This design comes from an exercise in tuning for small area and a short achievable clock period on the open sky130 flow, not from production work. RTL that was checked went through simulation tests only; none was proved equivalent to the original. No functional check of the RTL was part of run 2.

==> flow/design.v, too long to show whole: its modules and the start of the top module <==
// module bfp_product_array: 504 lines
// module bfp_adder_tree: 243 lines
// module fp_normalize: 253 lines
// module bfp_dot_product: 60 lines
module bfp_dot_product (
    input  logic                    i_clk,
    input  logic                    i_reset_n,
    input  logic                    i_valid,
    input  logic [(8 + 16 * (3 + 1))-1:0] i_act,
    input  logic [(8 + 16 * (3 + 1))-1:0] i_weight,
    output logic                    o_valid,
    output logic [(1 + 8 + 23)-1:0]        o_result
);
  // ...
==> flow/flow/run.sh <==
#!/bin/bash
# Own layout flow: the standard ORFS flow, with these changes in how the layout is made:
#  - the port buffers are sky130_fd_sc_hd__buf_1 cells (buffer_ports picks a delay cell otherwise);
#  - synthesis skips the generic ABC pass inside Yosys's synth (SYNTH_ARGS=-noabc), so the
#    full adders are extracted from the design's own gates (fewer inverters); the script
#    is still synth_recipe.tcl, so registers keep their names and cell types;
#  - timing repair aims for extra setup slack (SETUP_SLACK_MARGIN), only on the worst endpoints;
#  - ABC maps for area (ABC_AREA=1), leaving speed to the timing repair;
#  - clock tree synthesis inserts no dummy loads (CTS_ARGS, otherwise ORFS's own arguments).
# The clock period and constraints are the standard flow's, unchanged.
set -euo pipefail
export BUFFER_PORTS_ARGS="-buffer_cell sky130_fd_sc_hd__buf_1"
export SYNTH_ARGS="-noabc"
export SETUP_SLACK_MARGIN=6.85
export TNS_END_PERCENT=1
export ABC_AREA=1
export CTS_ARGS="-sink_clustering_enable -repair_clock_nets -dont_use_dummy_load"
bash standard.sh > standard.log 2>&1
==> flow/standard.sh <==
#!/bin/bash
# synth_recipe.tcl (not shown) runs the flow's synth.tcl, then flattens the netlist and writes it again
# the make line also repeats each setting of config.mk as NAME=value (left out here)
make -C /OpenROAD-flow-scripts/flow DESIGN_CONFIG=/design/flow/config.mk WORK_HOME=/design/flow/orfs CLKGATE_MAP_FILE= SYNTH_SCRIPT=/design/flow/synth_recipe.tcl "${@:-finish}"
==> flow/config.mk <==
export PLATFORM = sky130hd
export DESIGN_NAME = bfp_dot_product
export DESIGN_NICKNAME = bfp_dot_product
export VERILOG_FILES = /design/flow/design.v
export SDC_FILE = /design/flow/constraint.sdc
export NUM_CORES = 4
export LEC_CHECK = 0
export CAP_MARGIN = 20
export CORE_MARGIN = 2
export CORE_UTILIZATION = 40
export SLEW_MARGIN = 20
==> flow/constraint.sdc <==
create_clock -name core_clock -period 10.5 [get_ports {i_clk}]
set_input_delay 2.1000 -clock core_clock [delete_from_list [all_inputs] [get_ports {i_clk}]]
set_output_delay 2.1000 -clock core_clock [all_outputs]
set_load 0.01 [all_outputs]
==> flow_metrics.env, run 1 <==
export IMPL_buf_share=0.04458
export IMPL_synth_top_family_by_area="adder cells"
export IMPL_synth_mux_area_frac=0
export IMPL_synth_fa_ha_area_frac=0.3219
export IMPL_crit_end="bfp_product_array_inst.o_r[89]$_DFF_P_"
export IMPL_fp_dieW_microns=179.5
export IMPL_rsz0062_at_grt="false"
export IMPL_dp_cells=1972
export IMPL_top_regs="bfp_product_array_inst.o_r: 98 flops, s3_res: 21 flops, s2_cut: 19 flops"
export IMPL_drv_cap=0
export IMPL_diodes=0
export IMPL_tns_ns=0
export IMPL_dp_hpwl_microns=26610
export IMPL_r2r_end="s2_cut[17]$_DFF_P_"
export IMPL_critPathSlowestCell="fa_1"
export IMPL_routed_wl_microns=30720
export IMPL_status="no timing/DRC/antenna violations"
export IMPL_drt_iter0_drc=392
export IMPL_cp_num_cells=7
export IMPL_postCtsSetupBuffers=0
export IMPL_hold_path_cell_count=0
export IMPL_antenna_found_initial=0
export IMPL_reg2reg_from="bfp_product_array_inst.o_r[82]$_DFF_P_"
export IMPL_max_slew_margin_rel=0.6031
export IMPL_use_met2=0.3542
export IMPL_inv_count=231
export IMPL_grt_use_met1=0.2401
export IMPL_clk_path_buf_depth=2
export IMPL_holdPathEnd="s2_cut[1]$_DFF_P_"
export IMPL_grt_pass1_wl_microns=49250
export IMPL_seq_share=0.2316
export IMPL_grtUsageMet3=0.02269
export IMPL_core_area_sq_um=30430
export IMPL_synth_edf_count=0
==> module bfp_adder_tree, before the edit <==
module bfp_adder_tree (
    input  logic [97:0] i_r,
    output logic [18:0] o_cut
);
    wire bs1, bc2;
    assign bs1 = i_r[2] ^ i_r[3] ^ i_r[4];
    assign bc2 = (i_r[2] & i_r[3]) | (i_r[2] & i_r[4]) | (i_r[3] & i_r[4]);
    wire bs3, bc4;
    assign bs3 = i_r[5] ^ i_r[6] ^ i_r[7];
    assign bc4 = (i_r[5] & i_r[6]) | (i_r[5] & i_r[7]) | (i_r[6] & i_r[7]);
    wire bs5, bc6;
    assign bs5 = i_r[8] ^ i_r[9] ^ i_r[10];
    assign bc6 = (i_r[8] & i_r[9]) | (i_r[8] & i_r[10]) | (i_r[9] & i_r[10]);
    wire bs7, bc8;
    assign bs7 = i_r[11] ^ i_r[12] ^ i_r[13];
    assign bc8 = (i_r[11] & i_r[12]) | (i_r[11] & i_r[13]) | (i_r[12] & i_r[13]);
    wire bs9, bc10;
    assign bs9 = i_r[14] ^ i_r[15] ^ i_r[16];
    assign bc10 = (i_r[14] & i_r[15]) | (i_r[14] & i_r[16]) | (i_r[15] & i_r[16]);
    wire bs11, bc12;
    assign bs11 = i_r[17] ^ i_r[18] ^ bs1;
    assign bc12 = (i_r[17] & i_r[18]) | (i_r[17] & bs1) | (i_r[18] & bs1);
    wire bs13, bc14;
    assign bs13 = bs3 ^ bs5 ^ bs7;
    assign bc14 = (bs3 & bs5) | (bs3 & bs7) | (bs5 & bs7);
    wire bs15, bc16;
    assign bs15 = bs9 ^ bs11 ^ bs13;
    assign bc16 = (bs9 & bs11) | (bs9 & bs13) | (bs11 & bs13);
    wire bs17, bc18;
    assign bs17 = i_r[19] ^ i_r[20] ^ i_r[21];
    assign bc18 = (i_r[19] & i_r[20]) | (i_r[19] & i_r[21]) | (i_r[20] & i_r[21]);
    wire bs19, bc20;
    assign bs19 = i_r[22] ^ i_r[23] ^ i_r[24];
    assign bc20 = (i_r[22] & i_r[23]) | (i_r[22] & i_r[24]) | (i_r[23] & i_r[24]);
    wire bs21, bc22;
    assign bs21 = i_r[25] ^ i_r[26] ^ i_r[27];
    assign bc22 = (i_r[25] & i_r[26]) | (i_r[25] & i_r[27]) | (i_r[26] & i_r[27]);
    wire bs23, bc24;
    assign bs23 = i_r[28] ^ i_r[29] ^ i_r[30];
    assign bc24 = (i_r[28] & i_r[29]) | (i_r[28] & i_r[30]) | (i_r[29] & i_r[30]);
    wire bs25, bc26;
    assign bs25 = i_r[31] ^ i_r[32] ^ i_r[33];
    assign bc26 = (i_r[31] & i_r[32]) | (i_r[31] & i_r[33]) | (i_r[32] & i_r[33]);
    wire bs27, bc28;
    assign bs27 = bc2 ^ bc4 ^ bc6;
    assign bc28 = (bc2 & bc4) | (bc2 & bc6) | (bc4 & bc6);
    wire bs29, bc30;
    assign bs29 = bc8 ^ bc10 ^ bs17;
    assign bc30 = (bc8 & bc10) | (bc8 & bs17) | (bc10 & bs17);
    wire bs31, bc32;
    assign bs31 = bs19 ^ bs21 ^ bs23;
    assign bc32 = (bs19 & bs21) | (bs19 & bs23) | (bs21 & bs23);
    wire bs33, bc34;
    assign bs33 = bs25 ^ bc12 ^ bc14;
    assign bc34 = (bs25 & bc12) | (bs25 & bc14) | (bc12 & bc14);
    wire bs35, bc36;
    assign bs35 = bs27 ^ bs29 ^ bs31;
    assign bc36 = (bs27 & bs29) | (bs27 & bs31) | (bs29 & bs31);
    wire bs37, bc38;
    assign bs37 = bs33 ^ bc16 ^ bs35;
    assign bc38 = (bs33 & bc16) | (bs33 & bs35) | (bc16 & bs35);
    wire bs39, bc40;
    assign bs39 = i_r[34] ^ i_r[35] ^ i_r[36];
    assign bc40 = (i_r[34] & i_r[35]) | (i_r[34] & i_r[36]) | (i_r[35] & i_r[36]);
    wire bs41, bc42;
    assign bs41 = i_r[37] ^ i_r[38] ^ i_r[39];
    assign bc42 = (i_r[37] & i_r[38]) | (i_r[37] & i_r[39]) | (i_r[38] & i_r[39]);
    wire bs43, bc44;
    assign bs43 = i_r[40] ^ i_r[41] ^ i_r[42];
    assign bc44 = (i_r[40] & i_r[41]) | (i_r[40] & i_r[42]) | (i_r[41] & i_r[42]);
    wire bs45, bc46;
    assign bs45 = i_r[43] ^ i_r[44] ^ i_r[45];
    assign bc46 = (i_r[43] & i_r[44]) | (i_r[43] & i_r[45]) | (i_r[44] & i_r[45]);
    wire bs47, bc48;
    assign bs47 = i_r[46] ^ i_r[47] ^ i_r[48];
    assign bc48 = (i_r[46] & i_r[47]) | (i_r[46] & i_r[48]) | (i_r[47] & i_r[48]);
    wire bs49, bc50;
    assign bs49 = i_r[49] ^ i_r[50] ^ i_r[51];
    assign bc50 = (i_r[49] & i_r[50]) | (i_r[49] & i_r[51]) | (i_r[50] & i_r[51]);
    wire bs51, bc52;
    assign bs51 = i_r[52] ^ i_r[53] ^ i_r[54];
    assign bc52 = (i_r[52] & i_r[53]) | (i_r[52] & i_r[54]) | (i_r[53] & i_r[54]);
    wire bs53, bc54;
    assign bs53 = i_r[55] ^ i_r[56] ^ i_r[57];
    assign bc54 = (i_r[55] & i_r[56]) | (i_r[55] & i_r[57]) | (i_r[56] & i_r[57]);
    wire bs55, bc56;
    assign bs55 = i_r[58] ^ i_r[59] ^ bc18;
    assign bc56 = (i_r[58] & i_r[59]) | (i_r[58] & bc18) | (i_r[59] & bc18);
    wire bs57, bc58;
    assign bs57 = bc20 ^ bc22 ^ bc24;
    assign bc58 = (bc20 & bc22) | (bc20 & bc24) | (bc22 & bc24);
    wire bs59, bc60;
    assign bs59 = bc26 ^ bs39 ^ bs41;
    assign bc60 = (bc26 & bs39) | (bc26 & bs41) | (bs39 & bs41);
    wire bs61, bc62;
    assign bs61 = bs43 ^ bs45 ^ bs47;
    assign bc62 = (bs43 & bs45) | (bs43 & bs47) | (bs45 & bs47);
    wire bs63, bc64;
    assign bs63 = bs49 ^ bs51 ^ bs53;
    assign bc64 = (bs49 & bs51) | (bs49 & bs53) | (bs51 & bs53);
    wire bs65, bc66;
    assign bs65 = bc28 ^ bc30 ^ bc32;
    assign bc66 = (bc28 & bc30) | (bc28 & bc32) | (bc30 & bc32);
    wire bs67, bc68;
    assign bs67 = bs55 ^ bs57 ^ bs59;
    assign bc68 = (bs55 & bs57) | (bs55 & bs59) | (bs57 & bs59);
    wire bs69, bc70;
    assign bs69 = bs61 ^ bs63 ^ bc34;
    assign bc70 = (bs61 & bs63) | (bs61 & bc34) | (bs63 & bc34);
    wire bs71, bc72;
    assign bs71 = bs65 ^ bc36 ^ bs67;
    assign bc72 = (bs65 & bc36) | (bs65 & bs67) | (bc36 & bs67);
    wire bs73, bc74;
    assign bs73 = bs69 ^ bc38 ^ bs71;
    assign bc74 = (bs69 & bc38) | (bs69 & bs71) | (bc38 & bs71);
    wire bs75, bc76;
    assign bs75 = i_r[60] ^ i_r[61] ^ i_r[62];
    assign bc76 = (i_r[60] & i_r[61]) | (i_r[60] & i_r[62]) | (i_r[61] & i_r[62]);
    wire bs77, bc78;
    assign bs77 = i_r[63] ^ i_r[64] ^ i_r[65];
    assign bc78 = (i_r[63] & i_r[64]) | (i_r[63] & i_r[65]) | (i_r[64] & i_r[65]);
    wire bs79, bc80;
    assign bs79 = i_r[66] ^ i_r[67] ^ i_r[68];
    assign bc80 = (i_r[66] & i_r[67]) | (i_r[66] & i_r[68]) | (i_r[67] & i_r[68]);
    wire bs81, bc82;
    assign bs81 = i_r[69] ^ i_r[70] ^ i_r[71];
    assign bc82 = (i_r[69] & i_r[70]) | (i_r[69] & i_r[71]) | (i_r[70] & i_r[71]);
    wire bs83, bc84;
    assign bs83 = i_r[72] ^ bc40 ^ bc42;
    assign bc84 = (i_r[72] & bc40) | (i_r[72] & bc42) | (bc40 & bc42);
    wire bs85, bc86;
    assign bs85 = bc44 ^ bc46 ^ bc48;
    assign bc86 = (bc44 & bc46) | (bc44 & bc48) | (bc46 & bc48);
    wire bs87, bc88;
    assign bs87 = bc50 ^ bc52 ^ bc54;
    assign bc88 = (bc50 & bc52) | (bc50 & bc54) | (bc52 & bc54);
    wire bs89, bc90;
    assign bs89 = bs75 ^ bs77 ^ bs79;
    assign bc90 = (bs75 & bs77) | (bs75 & bs79) | (bs77 & bs79);
    wire bs91, bc92;
    assign bs91 = bs81 ^ bc56 ^ bc58;
    assign bc92 = (bs81 & bc56) | (bs81 & bc58) | (bc56 & bc58);
    wire bs93, bc94;
    assign bs93 = bc60 ^ bc62 ^ bc64;
    assign bc94 = (bc60 & bc62) | (bc60 & bc64) | (bc62 & bc64);
    wire bs95, bc96;
    assign bs95 = bs83 ^ bs85 ^ bs87;
    assign bc96 = (bs83 & bs85) | (bs83 & bs87) | (bs85 & bs87);
    wire bs97, bc98;
    assign bs97 = bs89 ^ bc66 ^ bs91;
    assign bc98 = (bs89 & bc66) | (bs89 & bs91) | (bc66 & bs91);
    wire bs99, bc100;
    assign bs99 = bs93 ^ bs95 ^ bc68;
    assign bc100 = (bs93 & bs95) | (bs93 & bc68) | (bs95 & bc68);
    wire bs101, bc102;
    assign bs101 = bc70 ^ bs97 ^ bc72;
    assign bc102 = (bc70 & bs97) | (bc70 & bc72) | (bs97 & bc72);
    wire bs103, bc104;
    assign bs103 = i_r[73] ^ i_r[74] ^ i_r[75];
    assign bc104 = (i_r[73] & i_r[74]) | (i_r[73] & i_r[75]) | (i_r[74] & i_r[75]);
    wire bs105, bc106;
    assign bs105 = i_r[76] ^ i_r[77] ^ i_r[78];
    assign bc106 = (i_r[76] & i_r[77]) | (i_r[76] & i_r[78]) | (i_r[77] & i_r[78]);
    wire bs107, bc108;
    assign bs107 = i_r[79] ^ i_r[80] ^ i_r[81];
    assign bc108 = (i_r[79] & i_r[80]) | (i_r[79] & i_r[81]) | (i_r[80] & i_r[81]);
    wire bs109, bc110;
    assign bs109 = bc76 ^ bc78 ^ bc80;
    assign bc110 = (bc76 & bc78) | (bc76 & bc80) | (bc78 & bc80);
    wire bs111, bc112;
    assign bs111 = bc82 ^ bs103 ^ bs105;
    assign bc112 = (bc82 & bs103) | (bc82 & bs105) | (bs103 & bs105);
    wire bs113, bc114;
    assign bs113 = bs107 ^ bc84 ^ bc86;
    assign bc114 = (bs107 & bc84) | (bs107 & bc86) | (bc84 & bc86);
    wire bs115, bc116;
    assign bs115 = bc88 ^ bc90 ^ bs109;
    assign bc116 = (bc88 & bc90) | (bc88 & bs109) | (bc90 & bs109);
    wire bs117, bc118;
    assign bs117 = bs111 ^ bc92 ^ bc94;
    assign bc118 = (bs111 & bc92) | (bs111 & bc94) | (bc92 & bc94);
    wire bs119, bc120;
    assign bs119 = bc96 ^ bs113 ^ bs115;
    assign bc120 = (bc96 & bs113) | (bc96 & bs115) | (bs113 & bs115);
    wire bs121, bc122;
    assign bs121 = bc98 ^ bs117 ^ bc100;
    assign bc122 = (bc98 & bs117) | (bc98 & bc100) | (bs117 & bc100);
    wire bs123, bc124;
    assign bs123 = i_r[82] ^ i_r[83] ^ i_r[84];
    assign bc124 = (i_r[82] & i_r[83]) | (i_r[82] & i_r[84]) | (i_r[83] & i_r[84]);
    wire bs125, bc126;
    assign bs125 = i_r[85] ^ i_r[86] ^ i_r[87];
    assign bc126 = (i_r[85] & i_r[86]) | (i_r[85] & i_r[87]) | (i_r[86] & i_r[87]);
    wire bs127, bc128;
    assign bs127 = i_r[88] ^ i_r[89] ^ bc104;
    assign bc128 = (i_r[88] & i_r[89]) | (i_r[88] & bc104) | (i_r[89] & bc104);
    wire bs129, bc130;
    assign bs129 = bc106 ^ bc108 ^ bs123;
    assign bc130 = (bc106 & bc108) | (bc106 & bs123) | (bc108 & bs123);
    wire bs131, bc132;
    assign bs131 = bs125 ^ bc110 ^ bc112;
    assign bc132 = (bs125 & bc110) | (bs125 & bc112) | (bc110 & bc112);
    wire bs133, bc134;
    assign bs133 = bs127 ^ bs129 ^ bc114;
    assign bc134 = (bs127 & bs129) | (bs127 & bc114) | (bs129 & bc114);
    wire bs135, bc136;
    assign bs135 = bc116 ^ bs131 ^ bc118;
    assign bc136 = (bc116 & bs131) | (bc116 & bc118) | (bs131 & bc118);
    wire bs137, bc138;
    assign bs137 = bs133 ^ bc120 ^ bs135;
    assign bc138 = (bs133 & bc120) | (bs133 & bs135) | (bc120 & bs135);
    wire bs139, bc140;
    assign bs139 = i_r[90] ^ i_r[91] ^ i_r[92];
    assign bc140 = (i_r[90] & i_r[91]) | (i_r[90] & i_r[92]) | (i_r[91] & i_r[92]);
    wire bs141, bc142;
    assign bs141 = i_r[93] ^ i_r[94] ^ i_r[95];
    assign bc142 = (i_r[93] & i_r[94]) | (i_r[93] & i_r[95]) | (i_r[94] & i_r[95]);
    wire bs143, bc144;
    assign bs143 = bc124 ^ bc126 ^ bs139;
    assign bc144 = (bc124 & bc126) | (bc124 & bs139) | (bc126 & bs139);
    wire bs145, bc146;
    assign bs145 = bs141 ^ bc128 ^ bc130;
    assign bc146 = (bs141 & bc128) | (bs141 & bc130) | (bc128 & bc130);
    wire bs147, bc148;
    assign bs147 = bs143 ^ bc132 ^ bs145;
    assign bc148 = (bs143 & bc132) | (bs143 & bs145) | (bc132 & bs145);
    wire bs149, bc150;
    assign bs149 = bc134 ^ bs147 ^ bc136;
    assign bc150 = (bc134 & bs147) | (bc134 & bc136) | (bs147 & bc136);
    wire bs151, bc152;
    assign bs151 = i_r[96] ^ i_r[97] ^ bc140;
    assign bc152 = (i_r[96] & i_r[97]) | (i_r[96] & bc140) | (i_r[97] & bc140);
    wire bs153, bc154;
    assign bs153 = bc142 ^ bc144 ^ bs151;
    assign bc154 = (bc142 & bc144) | (bc142 & bs151) | (bc144 & bs151);
    wire bs155, bc156;
    assign bs155 = bc146 ^ bs153 ^ bc148;
    assign bc156 = (bc146 & bs153) | (bc146 & bc148) | (bs153 & bc148);
    wire bs157, bc158;
    assign bs157 = bc152 ^ bc154 ^ bc156;
    assign bc158 = (bc152 & bc154) | (bc152 & bc156) | (bc154 & bc156);
    assign o_cut = {bc158, bs157, bs155, bc150, bs149, bc138, bs137, bc122, bs121, bc102, bs119, bs101, bc74, bs99, bs73, bs37, bs15, i_r[1], i_r[0]};
endmodule
==> module bfp_dot_product, before the edit <==
module bfp_dot_product (
    input  logic                    i_clk,
    input  logic                    i_reset_n,
    input  logic                    i_valid,
    input  logic [(8 + 16 * (3 + 1))-1:0] i_act,
    input  logic [(8 + 16 * (3 + 1))-1:0] i_weight,
    output logic                    o_valid,
    output logic [(1 + 8 + 23)-1:0]        o_result
);
    logic        v1, v2;
    logic [97:0] s1_r;
    logic [8:0] s1_exp;
    logic [18:0] cut;
    logic [18:0] s2_cut;
    logic [9:0]  s2_e0;
    logic [20:0] res;
    logic [20:0] s3_res;
    always_ff @(posedge i_clk or negedge i_reset_n) begin
        if (!i_reset_n) begin
            v1      <= 1'b0;
            v2      <= 1'b0;
            o_valid <= 1'b0;
        end else begin
            v1      <= i_valid;
            v2      <= v1;
            o_valid <= v2;
        end
    end
    bfp_product_array bfp_product_array_inst (
        .i_clk    (i_clk),
        .i_act    (i_act),
        .i_weight (i_weight),
        .o_r      (s1_r),
        .o_exp    (s1_exp)
    );
    bfp_adder_tree bfp_adder_tree_inst (
        .i_r      (s1_r),
        .o_cut   (cut)
    );
    always_ff @(posedge i_clk) begin
        s2_cut <= cut;
        s2_e0  <= {1'b0, s1_exp} - 10'd6;
    end
    fp_normalize fp_normalize_inst (
        .i_cut (s2_cut),
        .i_e0  (s2_e0),
        .o_res (res)
    );
    always_ff @(posedge i_clk) begin
        s3_res <= res;
    end
    logic kill, killf, inf;
    assign kill     = s3_res[20];
    assign killf    = s3_res[19];       
    assign inf      = s3_res[18];
    assign o_result = {s3_res[17] & ~kill,
                       (s3_res[16:9] | {8{inf}}) & ~{8{kill}},
                       s3_res[8:0] & ~{9{killf}},
                       14'h0};
endmodule
==> run 2, diff against run 1 <==
--- a/flow/design.v
+++ b/flow/design.v
@@ -504,17 +504,17 @@
         o_exp <= ex_s;
     end
 endmodule
 `default_nettype wire
 `timescale 1ns/1ns
 `default_nettype none
 module bfp_adder_tree (
     input  logic [97:0] i_r,
-    output logic [18:0] o_cut
+    output logic [16:0] o_cut
 );
     wire bs1, bc2;
     assign bs1 = i_r[2] ^ i_r[3] ^ i_r[4];
     assign bc2 = (i_r[2] & i_r[3]) | (i_r[2] & i_r[4]) | (i_r[3] & i_r[4]);
     wire bs3, bc4;
     assign bs3 = i_r[5] ^ i_r[6] ^ i_r[7];
     assign bc4 = (i_r[5] & i_r[6]) | (i_r[5] & i_r[7]) | (i_r[6] & i_r[7]);
     wire bs5, bc6;
@@ -660,136 +660,136 @@
     assign bc98 = (bs89 & bc66) | (bs89 & bs91) | (bc66 & bs91);
     wire bs99, bc100;
     assign bs99 = bs93 ^ bs95 ^ bc68;
     assign bc100 = (bs93 & bs95) | (bs93 & bc68) | (bs95 & bc68);
     wire bs101, bc102;
     assign bs101 = bc70 ^ bs97 ^ bc72;
     assign bc102 = (bc70 & bs97) | (bc70 & bc72) | (bs97 & bc72);
     wire bs103, bc104;
-    assign bs103 = i_r[73] ^ i_r[74] ^ i_r[75];
-    assign bc104 = (i_r[73] & i_r[74]) | (i_r[73] & i_r[75]) | (i_r[74] & i_r[75]);
+    assign bs103 = bs99 ^ bc74 ^ bs101;
+    assign bc104 = (bs99 & bc74) | (bs99 & bs101) | (bc74 & bs101);
     wire bs105, bc106;
-    assign bs105 = i_r[76] ^ i_r[77] ^ i_r[78];
-    assign bc106 = (i_r[76] & i_r[77]) | (i_r[76] & i_r[78]) | (i_r[77] & i_r[78]);
+    assign bs105 = i_r[73] ^ i_r[74] ^ i_r[75];
+    assign bc106 = (i_r[73] & i_r[74]) | (i_r[73] & i_r[75]) | (i_r[74] & i_r[75]);
     wire bs107, bc108;
-    assign bs107 = i_r[79] ^ i_r[80] ^ i_r[81];
-    assign bc108 = (i_r[79] & i_r[80]) | (i_r[79] & i_r[81]) | (i_r[80] & i_r[81]);
+    assign bs107 = i_r[76] ^ i_r[77] ^ i_r[78];
+    assign bc108 = (i_r[76] & i_r[77]) | (i_r[76] & i_r[78]) | (i_r[77] & i_r[78]);
     wire bs109, bc110;
-    assign bs109 = bc76 ^ bc78 ^ bc80;
-    assign bc110 = (bc76 & bc78) | (bc76 & bc80) | (bc78 & bc80);
+    assign bs109 = i_r[79] ^ i_r[80] ^ i_r[81];
+    assign bc110 = (i_r[79] & i_r[80]) | (i_r[79] & i_r[81]) | (i_r[80] & i_r[81]);
     wire bs111, bc112;
-    assign bs111 = bc82 ^ bs103 ^ bs105;
-    assign bc112 = (bc82 & bs103) | (bc82 & bs105) | (bs103 & bs105);
+    assign bs111 = bc76 ^ bc78 ^ bc80;
+    assign bc112 = (bc76 & bc78) | (bc76 & bc80) | (bc78 & bc80);
     wire bs113, bc114;
-    assign bs113 = bs107 ^ bc84 ^ bc86;
-    assign bc114 = (bs107 & bc84) | (bs107 & bc86) | (bc84 & bc86);
+    assign bs113 = bc82 ^ bs105 ^ bs107;
+    assign bc114 = (bc82 & bs105) | (bc82 & bs107) | (bs105 & bs107);
     wire bs115, bc116;
-    assign bs115 = bc88 ^ bc90 ^ bs109;
-    assign bc116 = (bc88 & bc90) | (bc88 & bs109) | (bc90 & bs109);
+    assign bs115 = bs109 ^ bc84 ^ bc86;
+    assign bc116 = (bs109 & bc84) | (bs109 & bc86) | (bc84 & bc86);
     wire bs117, bc118;
-    assign bs117 = bs111 ^ bc92 ^ bc94;
-    assign bc118 = (bs111 & bc92) | (bs111 & bc94) | (bc92 & bc94);
+    assign bs117 = bc88 ^ bc90 ^ bs111;
+    assign bc118 = (bc88 & bc90) | (bc88 & bs111) | (bc90 & bs111);
     wire bs119, bc120;
-    assign bs119 = bc96 ^ bs113 ^ bs115;
-    assign bc120 = (bc96 & bs113) | (bc96 & bs115) | (bs113 & bs115);
+    assign bs119 = bs113 ^ bc92 ^ bc94;
+    assign bc120 = (bs113 & bc92) | (bs113 & bc94) | (bc92 & bc94);
     wire bs121, bc122;
-    assign bs121 = bc98 ^ bs117 ^ bc100;
-    assign bc122 = (bc98 & bs117) | (bc98 & bc100) | (bs117 & bc100);
+    assign bs121 = bc96 ^ bs115 ^ bs117;
+    assign bc122 = (bc96 & bs115) | (bc96 & bs117) | (bs115 & bs117);
     wire bs123, bc124;
-    assign bs123 = i_r[82] ^ i_r[83] ^ i_r[84];
-    assign bc124 = (i_r[82] & i_r[83]) | (i_r[82] & i_r[84]) | (i_r[83] & i_r[84]);
+    assign bs123 = bc98 ^ bs119 ^ bc100;
+    assign bc124 = (bc98 & bs119) | (bc98 & bc100) | (bs119 & bc100);
     wire bs125, bc126;
-    assign bs125 = i_r[85] ^ i_r[86] ^ i_r[87];
-    assign bc126 = (i_r[85] & i_r[86]) | (i_r[85] & i_r[87]) | (i_r[86] & i_r[87]);
+    assign bs125 = bs121 ^ bc102 ^ bs123;
+    assign bc126 = (bs121 & bc102) | (bs121 & bs123) | (bc102 & bs123);
     wire bs127, bc128;
-    assign bs127 = i_r[88] ^ i_r[89] ^ bc104;
-    assign bc128 = (i_r[88] & i_r[89]) | (i_r[88] & bc104) | (i_r[89] & bc104);
+    assign bs127 = i_r[82] ^ i_r[83] ^ i_r[84];
+    assign bc128 = (i_r[82] & i_r[83]) | (i_r[82] & i_r[84]) | (i_r[83] & i_r[84]);
     wire bs129, bc130;
-    assign bs129 = bc106 ^ bc108 ^ bs123;
-    assign bc130 = (bc106 & bc108) | (bc106 & bs123) | (bc108 & bs123);
+    assign bs129 = i_r[85] ^ i_r[86] ^ i_r[87];
+    assign bc130 = (i_r[85] & i_r[86]) | (i_r[85] & i_r[87]) | (i_r[86] & i_r[87]);
     wire bs131, bc132;
-    assign bs131 = bs125 ^ bc110 ^ bc112;
-    assign bc132 = (bs125 & bc110) | (bs125 & bc112) | (bc110 & bc112);
+    assign bs131 = i_r[88] ^ i_r[89] ^ bc106;
+    assign bc132 = (i_r[88] & i_r[89]) | (i_r[88] & bc106) | (i_r[89] & bc106);
     wire bs133, bc134;
-    assign bs133 = bs127 ^ bs129 ^ bc114;
-    assign bc134 = (bs127 & bs129) | (bs127 & bc114) | (bs129 & bc114);
+    assign bs133 = bc108 ^ bc110 ^ bs127;
+    assign bc134 = (bc108 & bc110) | (bc108 & bs127) | (bc110 & bs127);
     wire bs135, bc136;
-    assign bs135 = bc116 ^ bs131 ^ bc118;
-    assign bc136 = (bc116 & bs131) | (bc116 & bc118) | (bs131 & bc118);
+    assign bs135 = bs129 ^ bc112 ^ bc114;
+    assign bc136 = (bs129 & bc112) | (bs129 & bc114) | (bc112 & bc114);
     wire bs137, bc138;
-    assign bs137 = bs133 ^ bc120 ^ bs135;
-    assign bc138 = (bs133 & bc120) | (bs133 & bs135) | (bc120 & bs135);
+    assign bs137 = bs131 ^ bs133 ^ bc116;
+    assign bc138 = (bs131 & bs133) | (bs131 & bc116) | (bs133 & bc116);
     wire bs139, bc140;
-    assign bs139 = i_r[90] ^ i_r[91] ^ i_r[92];
-    assign bc140 = (i_r[90] & i_r[91]) | (i_r[90] & i_r[92]) | (i_r[91] & i_r[92]);
+    assign bs139 = bc118 ^ bs135 ^ bc120;
+    assign bc140 = (bc118 & bs135) | (bc118 & bc120) | (bs135 & bc120);
     wire bs141, bc142;
-    assign bs141 = i_r[93] ^ i_r[94] ^ i_r[95];
-    assign bc142 = (i_r[93] & i_r[94]) | (i_r[93] & i_r[95]) | (i_r[94] & i_r[95]);
+    assign bs141 = bs137 ^ bc122 ^ bs139;
+    assign bc142 = (bs137 & bc122) | (bs137 & bs139) | (bc122 & bs139);
     wire bs143, bc144;
-    assign bs143 = bc124 ^ bc126 ^ bs139;
-    assign bc144 = (bc124 & bc126) | (bc124 & bs139) | (bc126 & bs139);
+    assign bs143 = i_r[90] ^ i_r[91] ^ i_r[92];
+    assign bc144 = (i_r[90] & i_r[91]) | (i_r[90] & i_r[92]) | (i_r[91] & i_r[92]);
     wire bs145, bc146;
-    assign bs145 = bs141 ^ bc128 ^ bc130;
-    assign bc146 = (bs141 & bc128) | (bs141 & bc130) | (bc128 & bc130);
+    assign bs145 = i_r[93] ^ i_r[94] ^ i_r[95];
+    assign bc146 = (i_r[93] & i_r[94]) | (i_r[93] & i_r[95]) | (i_r[94] & i_r[95]);
     wire bs147, bc148;
-    assign bs147 = bs143 ^ bc132 ^ bs145;
-    assign bc148 = (bs143 & bc132) | (bs143 & bs145) | (bc132 & bs145);
+    assign bs147 = bc128 ^ bc130 ^ bs143;
+    assign bc148 = (bc128 & bc130) | (bc128 & bs143) | (bc130 & bs143);
     wire bs149, bc150;
-    assign bs149 = bc134 ^ bs147 ^ bc136;
-    assign bc150 = (bc134 & bs147) | (bc134 & bc136) | (bs147 & bc136);
+    assign bs149 = bs145 ^ bc132 ^ bc134;
+    assign bc150 = (bs145 & bc132) | (bs145 & bc134) | (bc132 & bc134);
     wire bs151, bc152;
-    assign bs151 = i_r[96] ^ i_r[97] ^ bc140;
-    assign bc152 = (i_r[96] & i_r[97]) | (i_r[96] & bc140) | (i_r[97] & bc140);
+    assign bs151 = bs147 ^ bc136 ^ bs149;
+    assign bc152 = (bs147 & bc136) | (bs147 & bs149) | (bc136 & bs149);
     wire bs153, bc154;
-    assign bs153 = bc142 ^ bc144 ^ bs151;
-    assign bc154 = (bc142 & bc144) | (bc142 & bs151) | (bc144 & bs151);
+    assign bs153 = bc138 ^ bs151 ^ bc140;
+    assign bc154 = (bc138 & bs151) | (bc138 & bc140) | (bs151 & bc140);
     wire bs155, bc156;
-    assign bs155 = bc146 ^ bs153 ^ bc148;
-    assign bc156 = (bc146 & bs153) | (bc146 & bc148) | (bs153 & bc148);
+    assign bs155 = i_r[96] ^ i_r[97] ^ bc144;
+    assign bc156 = (i_r[96] & i_r[97]) | (i_r[96] & bc144) | (i_r[97] & bc144);
     wire bs157, bc158;
-    assign bs157 = bc152 ^ bc154 ^ bc156;
-    assign bc158 = (bc152 & bc154) | (bc152 & bc156) | (bc154 & bc156);
-    assign o_cut = {bc158, bs157, bs155, bc150, bs149, bc138, bs137, bc122, bs121, bc102, bs119, bs101, bc74, bs99, bs73, bs37, bs15, i_r[1], i_r[0]};
+    assign bs157 = bc146 ^ bc148 ^ bs155;
+    assign bc158 = (bc146 & bc148) | (bc146 & bs155) | (bc148 & bs155);
+    wire bs159, bc160;
+    assign bs159 = bc150 ^ bs157 ^ bc152;
+    assign bc160 = (bc150 & bs157) | (bc150 & bc152) | (bs157 & bc152);
+    wire bs161, bc162;
+    assign bs161 = bc156 ^ bc158 ^ bc160;
+    assign bc162 = (bc156 & bc158) | (bc156 & bc160) | (bc158 & bc160);
+    assign o_cut = {bc162, bs161, bs159, bc154, bs153, bc142, bc126, bs141, bc124, bs125, bc104, bs103, bs73, bs37, bs15, i_r[1], i_r[0]};
 endmodule
 `default_nettype wire
 `timescale 1ns/1ns
 `default_nettype none
 module fp_normalize (
-    input  logic [18:0] i_cut,
+    input  logic [16:0] i_cut,
     input  logic [9:0]  i_e0,
     output logic [20:0] o_res
 );
     logic [10:0] x, y;
     logic [10:0] pos, negv;
     logic        neg;
     logic [9:0]  mag;
     logic [9:0]  lz;           
     logic [3:0]  p;
     logic [8:0]  frac;
     logic [9:0]  flmask, ovmask;
     logic [7:0]  e;
     logic        zero, flush, ovf;
     wire cs1, cc2;
-    assign cs1 = i_cut[5] ^ i_cut[6];
-    assign cc2 = i_cut[5] & i_cut[6];
+    assign cs1 = i_cut[8] ^ i_cut[9];
+    assign cc2 = i_cut[8] & i_cut[9];
     wire cs3, cc4;
-    assign cs3 = i_cut[8] ^ i_cut[9] ^ i_cut[10];
-    assign cc4 = (i_cut[8] & i_cut[9]) | (i_cut[8] & i_cut[10]) | (i_cut[9] & i_cut[10]);
+    assign cs3 = i_cut[11] ^ i_cut[12];
+    assign cc4 = i_cut[11] & i_cut[12];
     wire cs5, cc6;
-    assign cs5 = i_cut[11] ^ i_cut[12];
-    assign cc6 = i_cut[11] & i_cut[12];
-    wire cs7, cc8;
-    assign cs7 = i_cut[13] ^ i_cut[14];
-    assign cc8 = i_cut[13] & i_cut[14];
-    wire cs9, cc10;
-    assign cs9 = i_cut[15] ^ i_cut[16];
-    assign cc10 = i_cut[15] & i_cut[16];
-    assign x = {i_cut[18], i_cut[17], cs9, cs7, cs5, cs3, cs1, i_cut[4], i_cut[3], i_cut[2], i_cut[0]};
-    assign y = {1'b0, cc10, cc8, cc6, cc4, cc2, i_cut[7], 1'b0, 1'b0, 1'b0, i_cut[1]};
+    assign cs5 = i_cut[13] ^ i_cut[14];
+    assign cc6 = i_cut[13] & i_cut[14];
+    assign x = {i_cut[16], i_cut[15], cs5, cs3, cs1, i_cut[6], i_cut[5], i_cut[4], i_cut[3], i_cut[2], i_cut[0]};
+    assign y = {1'b0, cc6, cc4, cc2, i_cut[10], i_cut[7], 1'b0, 1'b0, 1'b0, 1'b0, i_cut[1]};
     logic [10:0] g0, p0, cy;
     assign g0 = x & y;
     assign p0 = x ^ y;
     logic [10:0] g1, p1;
     assign g1[0] = g0[0];
     assign p1[0] = p0[0];
     assign g1[1] = g0[1] | (p0[1] & g0[0]);
     assign p1[1] = p0[1] & p0[0];
@@ -1016,18 +1016,18 @@
     input  logic [(8 + 16 * (3 + 1))-1:0] i_act,
     input  logic [(8 + 16 * (3 + 1))-1:0] i_weight,
     output logic                    o_valid,
     output logic [(1 + 8 + 23)-1:0]        o_result
 );
     logic        v1, v2;
     logic [97:0] s1_r;
     logic [8:0] s1_exp;
-    logic [18:0] cut;
-    logic [18:0] s2_cut;
+    logic [16:0] cut;
+    logic [16:0] s2_cut;
     logic [9:0]  s2_e0;
     logic [20:0] res;
     logic [20:0] s3_res;
     always_ff @(posedge i_clk or negedge i_reset_n) begin
         if (!i_reset_n) begin
             v1      <= 1'b0;
             v2      <= 1'b0;
             o_valid <= 1'b0;
--- a/flow/flow/run.sh
+++ b/flow/flow/run.sh
@@ -7,12 +7,12 @@
 #  - timing repair aims for extra setup slack (SETUP_SLACK_MARGIN), only on the worst endpoints;
 #  - ABC maps for area (ABC_AREA=1), leaving speed to the timing repair;
 #  - clock tree synthesis inserts no dummy loads (CTS_ARGS, otherwise ORFS's own arguments).
 # The clock period and constraints are the standard flow's, unchanged.
 set -euo pipefail
 export BUFFER_PORTS_ARGS="-buffer_cell sky130_fd_sc_hd__buf_1"
 export SYNTH_ARGS="-noabc"
 export SETUP_SLACK_MARGIN=6.85
-export TNS_END_PERCENT=1
+export TNS_END_PERCENT=${TNS:-5}
 export ABC_AREA=1
 export CTS_ARGS="-sink_clustering_enable -repair_clock_nets -dont_use_dummy_load"
 bash standard.sh > standard.log 2>&1
==> run 2 against run 1 <==
Still clean on timing, DRC and antenna. Area after synthesis is 0.40% higher. Critical path depth is 1 lower. Via count is 1.6% higher. Core utilization is 0.21 points higher. Cell count is 0.80% higher. Highest routed layer unchanged.
==> flow_metrics.env, run 2 <==
export IMPL_post_route_period_util=0.3352
export IMPL_synthTopCellsByArea="fa_1, dfxtp_1, nand2_1"
export IMPL_yosys_area_share_simple=0.2234
export IMPL_clock_sinks=158
export IMPL_rr_worst_depth=6
export IMPL_final_fill_count=2999
export IMPL_fmax_ghz=0.2841
export IMPL_ys_warn_count=4
export IMPL_grt_start_max_net_pins=21
export IMPL_post_synth_top_area_cell="fa_1"
export IMPL_cp_required_ns=10.79
export IMPL_largest_register="bfp_product_array_inst.o_r"
export IMPL_layout_commonest_cell="nand2_1"
export IMPL_viasPerCell=4.630
export IMPL_status="no timing/DRC/antenna violations"
export IMPL_first_pass_iters=5
export IMPL_fp_dieW_microns=179.9
export IMPL_hold_viol_final=0
export IMPL_place_ws_ns=6.572
export IMPL_fin_nets=1969
export IMPL_vias=9284
export IMPL_endpoint_kind="flip-flop"
export IMPL_critPathArrivalTime_ns=3.81
export IMPL_die_y_microns=179.9
export IMPL_layout_drive_gt1_share=0.06712
export IMPL_hold_path_class="reg -> reg"
export IMPL_globalplace_congestion=0.9145
export IMPL_rsz0062_at_grt="false"
export IMPL_synth_fa_ha_area_frac=0.3202
export IMPL_largest_reg_flops=98
export IMPL_synth_xor_area_frac=0.08354
export IMPL_routed_wl_microns=31250
export IMPL_synth_edf_count=0
export IMPL_cts_htree_levels=4
export IMPL_ys_top_cells_by_count="nand2_1, inv_1, fa_1"
export IMPL_core_area_sq_um=30510
export IMPL_grt_pass1_wl_microns=50640
export IMPL_drv_cap=0
export IMPL_maxSlewViolCount=0
export IMPL_finClkSkew_ns=0.03526
export IMPL_tns_ns=0
export IMPL_critical_path_class="reg -> reg"
export IMPL_cts_tree="yes"
export IMPL_routedWlPerCell_microns=15.59
export IMPL_diodes=0
export IMPL_clk_path_buf_depth=2
export IMPL_grt_pass1_vias=9689
export IMPL_synth_flop_cell="dfxtp_1"
export IMPL_antenna_found_initial=0
export IMPL_hold_path_cell_count=0
export IMPL_setup_ws_ns=6.980
export IMPL_insertion_delay_ns=0.44
export IMPL_grt_overflow=0
export IMPL_io_buffer_count=165
export IMPL_yosysMostFrequentCell="nand2_1"
export IMPL_initial_core_util=0.4055
export IMPL_syn_area_sq_um=12370
export IMPL_synth_mux_area_frac=0.0008091
export IMPL_syn_area_per_cell_sq_um=8.639
export IMPL_placementRows=64
export IMPL_top_regs="bfp_product_array_inst.o_r: 98 flops, s3_res: 21 flops, s2_cut: 17 flops"
export IMPL_critical_path_peak_fanout=1
export IMPL_syn2layout_area_growth_pct=13.12
export IMPL_synth_seq_cells=158
export IMPL_dp_hpwl_microns=26990
export IMPL_setup_viol=0
export IMPL_post_cts_resize_count=0
export IMPL_drc=0
export IMPL_io_pins=180
export IMPL_reg2reg_slack_ns=6.98
export IMPL_synthArstFlopShare=0.01899
export IMPL_root_buffer="clkbuf_16"
export IMPL_numCtsBuffers=17
export IMPL_synth_seq_area_share=0.2569
export IMPL_ant_nets=0
export IMPL_synth_top_area_frac=0.2848
export IMPL_period_minus_slack_ns=3.520
export IMPL_drt_iter0_drc=387
export IMPL_synth_top_family_by_area="adder cells"
export IMPL_fp_dieArea_sq_um=32350
export IMPL_critPathLaunchType="flip-flop"
export IMPL_synth_compound_area_frac=0.03105
export IMPL_gr_usage_all_layers=0.2009
export IMPL_synth_cells=1432
export IMPL_layout_common_cells="nand2_1, inv_1, fa_1"
export IMPL_ys_types=48
export IMPL_cts_reportedPaths_clkPinSlew_ns=0.06
-- run 2: cell count changes after synthesis, moves of 4 or more --
cell	before	now
inv_1	219	225
inv_2	8	4
nand2_1	329	345
nand2_2	11	15
nand3_1	65	69
nand3_2	10	5
nand3b_1	3	7
nand4_1	9	13
nor2_1	136	125
o21ai_1	6	1
-- run 2: worst max-delay path, stage by stage (launching register included) --
cell and delay [ns]:
dfxtp_1 0.34, fa_1 0.56, fa_1 0.55, fa_1 0.53
fa_1 0.46, fa_1 0.49, fa_1 0.47
-- run 2: logic make-up after synthesis --
| logic type | Yosys count |
|---|---|
| xor+xnor | 115 |
| flops | 158 |
| simple gates | 632 |
| mux | 1 |
| buf+inv | 255 |
| other cells | 1 |
| compound gates | 59 |
| fa+ha+maj | 211 |
-- run 2: metal layers --
metal,global-route usage,share of wire,vias to the layer above
met5,0,0,-
met4,0.06732,0.026,0
met3,0.02553,0.028,39
met2,0.3625,0.52,179
met1,0.2475,0.43,4444
li1,-,-,4622
-- run 2: area by class of cell --
class                      count  area (sq um)  area share
tap                          396         495.5     0.03541
timing repair buffer         169         661.9     0.04730
inverter                     233         884.6     0.06322
clock buffer                  17         425.4     0.03040
sequential                   158          3178      0.2271
multi-input combinational   1032          8348      0.5966
-- run 2: final timing paths --
kind,from,end
min in group asynchronous,i_reset_n,v1$_DFF_PN0_
max in group asynchronous,i_reset_n,v2$_DFF_PN0_
max,bfp_product_array_inst.o_r[37]$_DFF_P_,s2_cut[5]$_DFF_P_
min,bfp_product_array_inst.o_exp[0]$_DFF_P_,s2_e0[0]$_DFF_P_
min reg2reg,bfp_product_array_inst.o_exp[0]$_DFF_P_,s2_e0[0]$_DFF_P_
max reg2reg,bfp_product_array_inst.o_r[37]$_DFF_P_,s2_cut[5]$_DFF_P_
-- run 2: per-stage QoR --
| step | instance area, sq um | std cells | utilization | hold WS [ns] |
|---|---|---|---|---|
| 2_1_floorplan | 12560 | 1445 | - | 0.3096 |
| 3_3_place_gp | 13530 | 1984 | 0.4433 | 0.3121 |
| 3_5_place_dp | 13530 | 1984 | 0.4433 | 0.3151 |
| 4_1_cts | 13950 | 2001 | 0.4573 | 0.3241 |
| 5_1_grt | 13990 | 2005 | 0.4587 | 0.3220 |
| 6_report | 13990 | 2005 | 0.4587 | 0.3205 |
-- run 2: timing repair --
action	CTS	global route
setup buffers	0	4
setup endpoints to repair	0	1
hold buffers	0	0

-- what the ideal ports hide --
No port has a modelled driver above. Below, the same layouts with a new extraction and two added sets of constraints. Step 1 (the two cells are an assumption about what drives the block):
set clk [get_ports {i_clk}]
set_driving_cell -lib_cell sky130_fd_sc_hd__clkbuf_16 $clk
set_driving_cell -lib_cell sky130_fd_sc_hd__buf_2 [delete_from_list [all_inputs] $clk]
Step 2 moves the port delays by t, midway between the first and last clock arrival at a register: inputs arrive t later, outputs are due t later. That takes back most of the time a late clock gives input paths. Slacks: no drivers / after step 1 / after step 2; pairs: no drivers / after step 1.
run | t, ns | slack for setup (ns) | hold slack, ns
run 1 | 0.480 | 7.016 / 7.042 / 6.562 | 0.325 / 0.325 / 0.325
run 2 | 0.465 | 6.980 / 6.980 / 6.546 | 0.320 / 0.320 / 0.320
After both steps setup and hold are still met in every run listed. The setup slack of run 1, which loses most, moves by +0.026 ns with the drivers and by -0.454 ns with both steps.
